This is an optimization exercise on Yosys and OpenROAD, whose aim is small area, a short achievable clock period and few clock cycles per item, not a production implementation. Where RTL was checked, it was by simulation tests only, not by an equivalence proof against the original. Function not checked in run 1: the RTL went through the layout flow alone.

==> flow/design.v, too long to show whole: its modules and the start of the top module <==
// module ex_muldiv_unit: 777 lines
// module ex_muldiv_cout32: 22 lines
// module ex_muldiv_add32: 27 lines
module ex_muldiv_unit (
  input  logic        clk,
  input  logic        rst,
  input  logic        start_i,
  input  logic [2:0]  op_i,
  input  logic [31:0] rs1_i,
  input  logic [31:0] rs2_i,
  input  logic [4:0]  rd_addr_i,
  input  logic        flush_i,
  output logic        busy_o,
  output logic        done_o,
  output logic [31:0] result_o,
  output logic [4:0]  rd_addr_o
);
  // ...
==> flow/run.sh <==
#!/bin/bash
# synth_recipe.tcl (not shown) runs the flow's synth.tcl, then flattens the netlist and writes it again
# the make line also repeats each setting of config.mk as NAME=value (left out here)
make -C /OpenROAD-flow-scripts/flow DESIGN_CONFIG=/design/flow/config.mk WORK_HOME=/design/flow/orfs CLKGATE_MAP_FILE= SYNTH_SCRIPT=/design/flow/synth_recipe.tcl finish
==> flow/config.mk <==
export PLATFORM = sky130hd
export DESIGN_NAME = ex_muldiv_unit
export DESIGN_NICKNAME = ex_muldiv_unit
export VERILOG_FILES = /design/flow/design.v
export SDC_FILE = /design/flow/constraint.sdc
export NUM_CORES = 4
export LEC_CHECK = 0
export CAP_MARGIN = 30
export CORE_MARGIN = 2
export CORE_UTILIZATION = 40
export SETUP_SLACK_MARGIN = 5
export SLEW_MARGIN = 30
export SYNTH_HIERARCHICAL = 1
==> flow/constraint.sdc <==
create_clock -name core_clock -period 11.0 [get_ports {clk}]
set_input_delay 2.2000 -clock core_clock [delete_from_list [all_inputs] [get_ports {clk}]]
set_output_delay 2.2000 -clock core_clock [all_outputs]
set_load 0.01 [all_outputs]
==> results.py, run 1 <==
metrics = {
    "run_status": {
        "status": "finished clean",
    },
    "global_routing": {
        "grt_usage": 0.317,
        "grt_overflow": 0,
        "grt_pass1_vias": 25700,
    },
    "timing": {
        "finalHoldViolCount": 0,
        "fmax_mhz": 163,
        "rsz0062_at_grt": "yes",
    },
    "cells_and_area": {
        "multi_input_cells": 2852,
        "multi_input_area_share": 0.685,
        "fin_nets": 4022,
        "fill_cells": 6721,
        "design_area_um2": 31800,
        "fin_cells": 4512,
    },
    "synth": {
        "synthTopCellsByArea": "dfxtp_1, fa_1, ha_1",
        "syn_inst": 3615,
        "netlist_area_um2": 27100,
        "synth-compound-area-share": 0.256,
        "synth-seq-cells": 208,
        "synth-async-reset-ratio": 0.0192,
        "netlist.area_leader.share": 0.151,
        "synthesis.nets": 4017,
    },
    "setup_path": {
        "cpLargestDelayFamily": "simple AND/OR/NAND/NOR gates",
        "slowest_stage": "or4_4",
        "crit_chain": "buf_12 -> buf_16 -> buf_12 -> mux2i_2 -> xnor2_1 -> ha_1 -> nand2_2 -> or4_4 -> nor3_4 -> o31ai_4 -> buf_4 -> buf_6 -> buf_6 -> a211oi_2 -> buf_2",
        "worst_ep_arrival_time_ns": 3.92,
        "r2r_end": "clo_q",
        "required_ns": 8.80,
    },
    "worst_hold_path": {
        "hold_path.class": "reg -> reg",
        "holdPathEnd": "cnt_q[3]",
    },
    "floorplan": {
        "nWellTaps": 873,
        "die_h_um": 264,
        "die_w_um": 264,
    },
    "routing": {
        "totalWireLength_mm": 117,
        "wirelength_met1_mm": 48.2,
    },
    "clocking": {
        "clk_latency_ns": 0.59,
    },
}
==> inputs of run 2 (changes only) <==
--- a/flow/design.v
+++ b/flow/design.v
@@ -25,25 +25,27 @@
     else if (nz2) nbytes_m1 = 2'd2;
     else if (nz1) nbytes_m1 = 2'd1;
     else          nbytes_m1 = 2'd0;
   endfunction
   logic        e1, e2, swap, sel;
   logic [1:0]  n1, n2;
   logic        a_neg, b_neg;
   logic [31:0] a_mag;
-  assign e1    = ~(op_i[1] & op_i[0]) & rs1_i[31];    
-  assign e2    = ~op_i[1] & rs2_i[31];                
+  assign e1    = (op_i[2] ? ~op_i[0] : ~(op_i[1] & op_i[0])) & rs1_i[31];
+  assign e2    = (op_i[2] ? ~op_i[0] : ~op_i[1]) & rs2_i[31];
   assign n1    = nbytes_m1(rs1_i, e1);
   assign n2    = nbytes_m1(rs2_i, e2);
   assign swap  = (n1 < n2);
   assign sel   = op_i[2] | swap;
-  assign a_neg = ~op_i[0] & rs1_i[31];
-  assign b_neg = ~op_i[0] & rs2_i[31];
-  assign a_mag = (rs1_i ^ {32{a_neg}}) + {31'd0, a_neg};
+  assign a_neg = e1;                                  
+  assign b_neg = e2;
+  ex_muldiv_abs32 u_abs (.v(rs1_i), .neg(a_neg), .m(a_mag));
+  logic quick;
+  assign quick = (rs2_i == 32'd0) | (({1'b0, n1} + {2'd0, a_neg}) < {1'b0, n2});
   logic [32:0] a_q;       
   logic [31:0] b_q;       
   logic        bext_q;    
   logic        dcin_q, dz_q;
   logic        selhi_q;   
   logic        neg_q;     
   logic        negc_q;    
   always_ff @(posedge clk) begin
@@ -723,43 +725,36 @@
   logic [6:0]  j0;
   logic [4:0]  j;
   logic        early;
   logic [63:0] norm;
   assign j0    = {1'b0, lzc32(~a_q[31:0] | 32'd1)} - {1'b0, lzc32(b_q)};
   assign early = j0[6] | dz_q;
   assign j     = j0[4:0] | 5'd1;
   assign norm  = early ? {b_q, 32'd0} : ({32'd0, b_q} << (5'd31 - j));
-  always_comb begin
-    acc_d  = 64'd0;
-    accc_d = 64'd0;
-    cnt_d  = cnt_q - 4'd1;
-    if (s_mul) begin
-      acc_d  = mac_s;
-      accc_d = mac_c;
-    end else if (s_norm) begin
-      acc_d  = norm;
-      cnt_d  = 4'(j >> 1);
-    end else if (s_div) begin
-      acc_d  = {r2, acc_q[29:0], q1, q2};
-    end
-  end
+  assign acc_d  = ({64{s_mul}}  & mac_s) |
+                  ({64{s_norm}} & norm) |
+                  ({64{s_div}}  & {r2, acc_q[29:0], q1, q2}) |
+                  ({64{s_idle & op_i[2]}} & {a_mag, 32'd0});
+  assign accc_d = {64{s_mul}} & mac_c;
+  assign cnt_d  = s_norm ? 4'(j >> 1) : cnt_q - 4'd1;
   logic last;
   assign last = (cnt_q == 4'd0);
   always_ff @(posedge clk or posedge rst) begin
     if (rst) begin
       s_mul  <= 1'b0;
       s_norm <= 1'b0;
       s_div  <= 1'b0;
       s_done <= 1'b0;
     end else begin
       s_mul  <= (accept & ~op_i[2]) | (s_mul & ~flush_i & ~last);
-      s_norm <= accept & op_i[2];
+      s_norm <= accept & op_i[2] & ~quick;
       s_div  <= (s_norm & ~flush_i & ~early) | (s_div & ~flush_i & ~last);
-      s_done <= ((s_mul | s_div) & ~flush_i & last) | (s_norm & ~flush_i & early);
+      s_done <= ((s_mul | s_div) & ~flush_i & last) | (s_norm & ~flush_i & early) |
+                (accept & op_i[2] & quick);
     end
   end
   always_ff @(posedge clk) begin
     acc_q   <= acc_d;
     accc_q  <= accc_d;
     cnt_q   <= s_idle ? {2'd0, swap ? n1 : n2} : cnt_d;
     first_q <= s_idle;
     clo_q   <= s_mul & mac_clo;
@@ -770,16 +765,29 @@
   assign y   = selhi_q ? accc_q[63:32] : accc_q[31:0];
   assign cin = negc_q | (selhi_q & clo_q);
   ex_muldiv_add32 u_add (.x(x), .y(y), .cin(cin), .s(sum));
   assign result_o  = sum;
   assign busy_o    = accept | s_mul | s_norm | s_div;
   assign done_o    = s_done;
   assign rd_addr_o = rd_addr_i;
 endmodule
+module ex_muldiv_abs32 (
+  input  logic [31:0] v,
+  input  logic        neg,
+  output logic [31:0] m
+);
+  logic [31:0] z;    
+  always_comb begin
+    z[0] = 1'b1;
+    for (int i = 1; i < 32; i++)
+      z[i] = z[i-1] & ~v[i-1];
+  end
+  assign m = v ^ ({32{neg}} & ~z);
+endmodule
 module ex_muldiv_cout32 (
   input  logic [31:0] x,
   input  logic [31:0] y,
   output logic        co
 );
   logic [31:0] g [6];
   logic [31:0] p [6];
   always_comb begin
==> run 2 against run 1 <==
  * Non-clock buffer count shrank 18
  * Clock-buffer cell count did not move
  * Worst hold slack improved by 0.0030 ns
  * Routed wire length down 1.2%
  * Cell count is 4.6% lower
  * Clock skew is 0.0077 ns higher
  * Synthesized cell count is 5.7% lower
  * Maximum frequency is 2.7% higher
  * Global-route usage up 0.73 points
  * First-iteration DRC count shrank 1.6%
==> results.py, run 2 <==
metrics = {
    "routing": {
        "num_vias": 26800,
        "wl_per_cell_um": 26.8,
        "drc": 0,
        "drtIter0Drc": 3135,
        "firstDrtPassIters": 8,
        "via_per_inst": 6.22,
        "totalWireLength_mm": 115,
        "antenna_violating_nets_post_route": 0,
    },
    "floorplan": {
        "die_area_um2": 68200,
        "fp.coreArea_um2": 65600,
        "die_h_um": 261,
        "die_w_um": 261,
        "rows": 94,
        "start_util": 0.403,
        "ios": 115,
    },
    "timing": {
        "min_period_over_period": 0.541,
        "worst_pin_slew_ns": 0.887,
        "slew_headroom": 0.392,
        "tns_ns": 0,
        "finClkSkew_ns": 0.0349,
        "finalHoldViolCount": 0,
        "fmax_mhz": 168,
        "period_needed_ns": 5.95,
        "rsz0062_at_grt": "yes",
        "finalSetupViolations": 0,
        "drv_slew": 0,
    },
    "cells_and_area": {
        "area_delta_synth_final_pct": 16.5,
        "mostFrequentLayoutCell": "nor2_1",
        "largest_register_ffs": 64,
        "layout-drive-gt1-share": 0.134,
        "final_cell_mix": "nor2_1, inv_1, nand2_1, a21oi_1, o21ai_0",
        "fin_nets": 3824,
        "reg_top3": "acc_q: 64 flops, accc_q: 63 flops, a_q: 33 flops",
        "regMostFlops": "acc_q",
        "final_util": 0.469,
        "diodes": 0,
    },
    "clocking": {
        "clockBufferDepth": 3,
        "h-tree-depth": 1,
        "clk_latency_ns": 0.59,
        "cts_tree": "yes",
        "numCtsBuffers": 26,
        "cts_sinks": 208,
        "hold_buffers": 0,
        "path_clk_slew_ns": 0.07,
        "cts_root_buffer": "clkbuf_16",
    },
    "synth": {
        "netlist.area_leader.share": 0.155,
        "synth.largest_area_cell": "dfxtp_1",
        "synth_flop_cell": "dfxtp_1",
        "synthTopCellsByArea": "dfxtp_1, fa_1, ha_1",
        "yosys.cell_types.count": 99,
        "ys_top_cells_by_count": "nor2_1, inv_1, nand2_1",
        "synth-seq-cells": 208,
        "synth.most_common_cell": "nor2_1",
        "synth-async-reset-ratio": 0.0192,
        "ys_seq_area_frac": 0.158,
        "netlist_area_um2": 26400,
        "avgSynthCellArea_um2": 7.75,
        "syn_inst": 3409,
        "synthesis.nets": 3813,
        "ys_warn_count": 14,
        "synth_edf_count": 0,
    },
    "global_routing": {
        "grt_pass1_vias": 24600,
        "grt_usage": 0.325,
        "grt_pass1_wl_mm": 164,
        "grt_start_max_net_pins": 76,
        "antenna_found_initial": 4,
        "grt_overflow": 0,
    },
    "setup_path": {
        "crit_fanout": 34,
        "worstReg2RegStart": "cnt_q[1]",
        "worst_ep_arrival_time_ns": 6.42,
        "cp-start-kind": "flop",
        "required_ns": 11.47,
        "r2r_slack_ns": 5.05,
        "crit_path_end_kind": "flop",
        "path_class": "reg -> reg",
        "startpoint": "cnt_q[1]",
    },
    "worst_hold_path": {
        "hold_path.class": "reg -> reg",
        "min_from": "acc_q[11]",
    },
    "placement": {
        "gp_congestion": 1.03,
        "dp_hpwl_mm": 84.4,
        "place.port_buffers": 104,
    },
    "job": {
        "max_cap_viol_count": 0,
    },
    "run_status": {
        "status": "finished clean",
    },
}
[run 2: changes by cell type after synthesis, sizes merged, moves of 26 or more]
cell,before,now
xnor2,124,157
nor2,402,321
o21ai,205,235
nand2,411,304
clkbuf,235,209
a21oi,321,249
inv,275,308
[run 2: what timing repair did]
item                       CTS  global route
pin swaps                   12            48
cloned                       6             8
buffers inserted            15            36
hold endpoints to repair     0             0
setup endpoints to repair   67            51
resized for setup          119           163
[run 2: critical path, stage by stage, from the launching register on]
cell,delay [ns]
dfxtp_2,0.38
inv_1,0.12
ha_4,0.21
a22oi_1,0.18
nand2_1,0.12
mux2i_4,0.15
buf_4,0.42
inv_1,0.30
nor2_4,0.52
a221oi_1,0.23
fa_1,0.54
fa_1,0.51
inv_1,0.06
fa_1,0.44
fa_1,0.40
a222oi_1,0.58
o221ai_1,0.31
a311o_1,0.33
[run 2: worst paths after layout]
kind / end / cells past startpoint
min in group asynchronous: s_done / 2
worst max register to register: acc_q[37] / 17
worst min register to register: acc_q[13] / 2
worst max-delay path: acc_q[37] / 17
max in group asynchronous: s_div / 2
worst min-delay path: acc_q[13] / 2
[run 2: through the flow]
step / area, µm² / instances / setup slack (ns) / hold WS [ns]
floorplan: 26400 / 3409 / 5.33 / 0.486
global placement: 28200 / 4191 / 4.30 / 0.566
detailed placement: 28200 / 4191 / 4.07 / 0.570
CTS: 29800 / 4260 / 4.77 / 0.582
global route: 30800 / 4304 / 4.82 / 0.585
finish: 30800 / 4304 / 5.05 / 0.583
[run 2: cell type report]
cell class,count,area [µm²]
well taps,864,1080
clock buffers,28,679
flip-flops and latches,208,4200
repair buffers,239,2380
clock inverters,20,220
multi-input cells,2636,21100
fillers,6525,34800
inverters,309,1160
[run 2: per-layer routing]
layer	part of all wire	track usage
met1	0.40	0.443
met2	0.41	0.482
met3	0.11	0.0617
met4	0.072	0.178
met5	0.000078	0
[run 2: kinds of logic after synthesis]
group / synth area share
fa+ha+maj: 0.202
mux: 0.0863
buf+inv: 0.0835
flops: 0.158
simple gates: 0.154
other cells: 0.000142
compound gates: 0.253
xor+xnor: 0.0633
[run 2: modules after synthesis, one instance, submodules excluded]
module / flops+latches / times used / cells inside / area [µm²]
ex_muldiv_cout32: 0 / 1 / 72 / 449
ex_muldiv_unit: 208 / 1 / 3048 / 23700
ex_muldiv_add32: 0 / 1 / 202 / 1510
ex_muldiv_abs32: 0 / 1 / 87 / 746
Testbench counts of run 2, summed over its fixed seeds: cycles 19,280, ops 4,000.

==> re-timing with driven ports <==
The results above use ideal ports. As a check the final layouts listed here were re-extracted and re-timed, cells and wires unchanged.
Step 1 assumes that a clkbuf_16 drives the clock port and a buf_2 every other input.
Step 2 adds t to the input delays and takes it off the output delays; t is the mean of the earliest and latest rising clock arrival at the registers after step 1. Input paths then give back, and output paths get back, about the clock's delay inside the block.
Three values: no drivers, after step 1, after step 2; two values: the first two.
run	t (ns)	setup slack, ns	worst slew at a driven data input, ns
run 1	0.644	4.883 / 4.818 / 4.883	0.06
run 2	0.635	5.046 / 5.034 / 4.766	0.06
After both steps every run listed still meets setup and hold. The setup slack of run 2, which loses most, moves by -0.012 ns with the drivers and by -0.280 ns with both steps.
